What follows belongs to an exercise in optimizing a design on an open flow for small area, a short achievable clock period and few clock cycles per item; a production flow would make more cautious choices.
Where RTL was checked, it was by simulation tests only, not by an equivalence proof against the original.

the baseline:
## multichannel_to_mono_pcm16_unit
module multichannel_to_mono_pcm16_unit (
    input  wire         i_clk,
    input  wire         i_rst_n,
    input  wire         i_cfg_we,
    input  wire [0:0]   i_cfg_index,
    input  wire [3:0]   i_cfg_data,
    input  wire         i_in_valid,
    output logic        o_in_ready,
    input  wire  [31:0] i_sample_bits,
    input  wire         i_silent,
    input  wire         i_packet_last,
    output logic        o_out_valid,
    input  wire         i_out_ready,
    output logic signed [15:0] o_mono_sample,
    output logic        o_packet_end
);
    logic       r_int;       
    logic       r_bad;       
    logic [2:0] r_nm1;       
    logic       r_ready;
    logic [2:0] r_pos;
    logic       r_fsil;
    logic       r_fpend;
    logic [1:0] r_count;     
    logic       accept;
    logic [2:0] pos_n;
    logic [2:0] nm1_n;
    logic       last;
    logic       commit;
    logic       xfer;
    assign accept = i_rst_n && i_in_valid && r_ready;
    assign last   = (r_pos == r_nm1);
    assign commit = accept && last;
    assign xfer   = i_rst_n && o_out_valid && i_out_ready;
    logic [7:0]  e;
    logic        f_big;
    logic        f_hi;
    logic        f_lo;
    logic [23:0] f_sig;
    logic [30:0] f_s1;
    logic [24:0] f_low;
    logic [31:0] f_mag;
    logic [31:0] i_val;
    assign e     = i_sample_bits[30:23];
    assign f_sig = {1'b1, i_sample_bits[22:0]};
    assign f_s1  = {7'd0, f_sig} << e[2:0];
    always_comb begin
        case (e[4:3])
            2'd0:    f_low = 25'(f_s1 >> 30);
            2'd1:    f_low = 25'(f_s1 >> 22);
            2'd2:    f_low = 25'(f_s1 >> 14);
            default: f_low = 25'(f_s1 >> 6);
        endcase
    end
    assign f_big = e[7] && ((e[6:3] != 4'd0) || (e[2] && e[1])) &&
                   !((e == 8'hFF) && (i_sample_bits[22:0] != 23'd0));
    assign f_hi  = e[7] && (e[6:3] == 4'd0) && !(e[2] && e[1]);
  ...
Size: roughly 63 I/O pins, roughly 12,000 sq um of cells after synthesis.
clock: 10.0 ns
lec_check: 0
cap_margin: 20
core_margin: 2
core_utilization: 60
cts_buf_list: sky130_fd_sc_hd__clkbuf_4 sky130_fd_sc_hd__clkbuf_8
slew_margin: 20
standard.sh (not shown) runs the stock make flow with config.mk's settings and CLKGATE_MAP_FILE= SYNTH_SCRIPT=/design/flow/synth_recipe.tcl, a recipe that flattens the netlist after the stock synthesis.
==> flow/flow/run.sh <==
#!/bin/bash
# The standard layout, with the port buffers made of buf_2 cells instead of the default
# delay buffer: every input and output port still gets its own buffer.
set -euo pipefail
bash standard.sh finish "BUFFER_PORTS_ARGS=-buffer_cell sky130_fd_sc_hd__buf_2" > standard_flow.log 2>&1
What the candidate does differently from the baseline at the input level:
--- a/flow/design.v
+++ b/flow/design.v
@@ -200,48 +200,30 @@
             p_zero <= v_zero;
             p_pend <= v_pend;
             p_nm1  <= r_nm1;
         end
     end
     assign p_hx  = {p_hi, p_b[27:24]} ^ {11{p_bs}};
     assign p_sat = (p_hx[10:3] != 8'd0) || (p_hx[2:0] > p_nm1);
+    logic [28:0] ys;
     logic [18:0] x;
     logic [17:0] xm;
     logic [17:0] p_m;
     logic [1:0]  p_k;
     logic        p_d1;
     logic [2:0]  p_dsel;         
     logic        fast;
-    logic [12:0] y_lo;
-    logic        c13;
-    logic [14:0] y_inc;
-    logic [14:0] y_dec;
-    logic [14:0] y_hi;
-    mcmono_add #(.W(13)) u_y_add (
-        .i_a  (p_b[12:0]),
-        .i_b  (~p_b[27:15]),
+    mcmono_add #(.W(29)) u_y_add (
+        .i_a  ({p_b[27], p_b}),
+        .i_b  ({{16{~p_b[27]}}, ~p_b[27:15]}),
         .i_ci (p_cy),
-        .o_s  (y_lo),
-        .o_co (c13)
+        .o_s  (ys),
+        .o_co ()
     );
-    always_comb begin
-        logic all1;
-        logic all0;
-        all1 = 1'b1;
-        all0 = 1'b1;
-        for (int i = 0; i < 15; i++) begin
-            y_inc[i] = p_b[13+i] ^ all1;
-            y_dec[i] = p_b[13+i] ^ all0;
-            all1     = all1 & p_b[13+i];
-            all0     = all0 & ~p_b[13+i];
-        end
-    end
-    assign y_hi = (p_b[27] && c13)   ? y_inc :
-                  (!p_b[27] && !c13) ? y_dec : p_b[27:13];
-    assign x    = {y_hi, y_lo[12:9]};
+    assign x  = ys[27:9];
     always_comb begin
         case (p_nm1)
             3'd1, 3'd5: p_k = 2'd1;
             3'd3:       p_k = 2'd2;
             3'd7:       p_k = 2'd3;
             default:    p_k = 2'd0;
         endcase
## What came out
Relative to the baseline, fraction of area in registers has increased by 1.7 points in the candidate.
Diff the baseline -> the candidate: final worst hold slack lost 0.0042 ns, area fraction in compound gates after synthesis lost 1.0 points, mean instance size in the synthesized netlist picked up an extra 5.7%, slew at the pin with the worst max-slew slack lost 0.053 ns.
Compared with the baseline, the candidate shows floorplan core area lower by 880 sq um.
Where first-pass GRT wire length is concerned, the baseline is outperformed by the candidate.
Testbench counts of the candidate, summed over its fixed seeds: cycles 14,010, frames 3,072.
The RTL of the baseline was laid out without a check of its function.

[separate check: timing with driven ports]
In the flow no input, the clock included, has a driving cell. The finished layouts below were timed again as built, in two steps.
Step 1 sets driving cells, clkbuf_16 on the clock port and buf_2 on the other inputs (assumed; they add their load-dependent delay and slew).
Step 2 times the ports against the registers' clock, not the clock port: input delays grow and output delays shrink by t, the midpoint of the rising clock arrivals with the driver on.
Slacks: ideal / step 1 / step 2; pairs: ideal / step 1.
| run | t (ns) | slack for setup (ns) | hold WS [ns] | worst setup path after step 2 | clock arrival spread, ns |
|---|---|---|---|---|---|
| the baseline | 0.503 | 5.512 / 5.512 / 5.448 | 0.416 / 0.416 / 0.416 | input to register | 0.017 / 0.016 |
| the candidate | 0.487 | 5.473 / 5.473 / 5.374 | 0.412 / 0.412 / 0.412 | input to register | 0.016 / 0.015 |
After both steps setup and hold are still met in every run listed. For the candidate, which loses most, drivers alone change the setup slack by 0.000 ns; drivers and shift together by -0.099 ns.
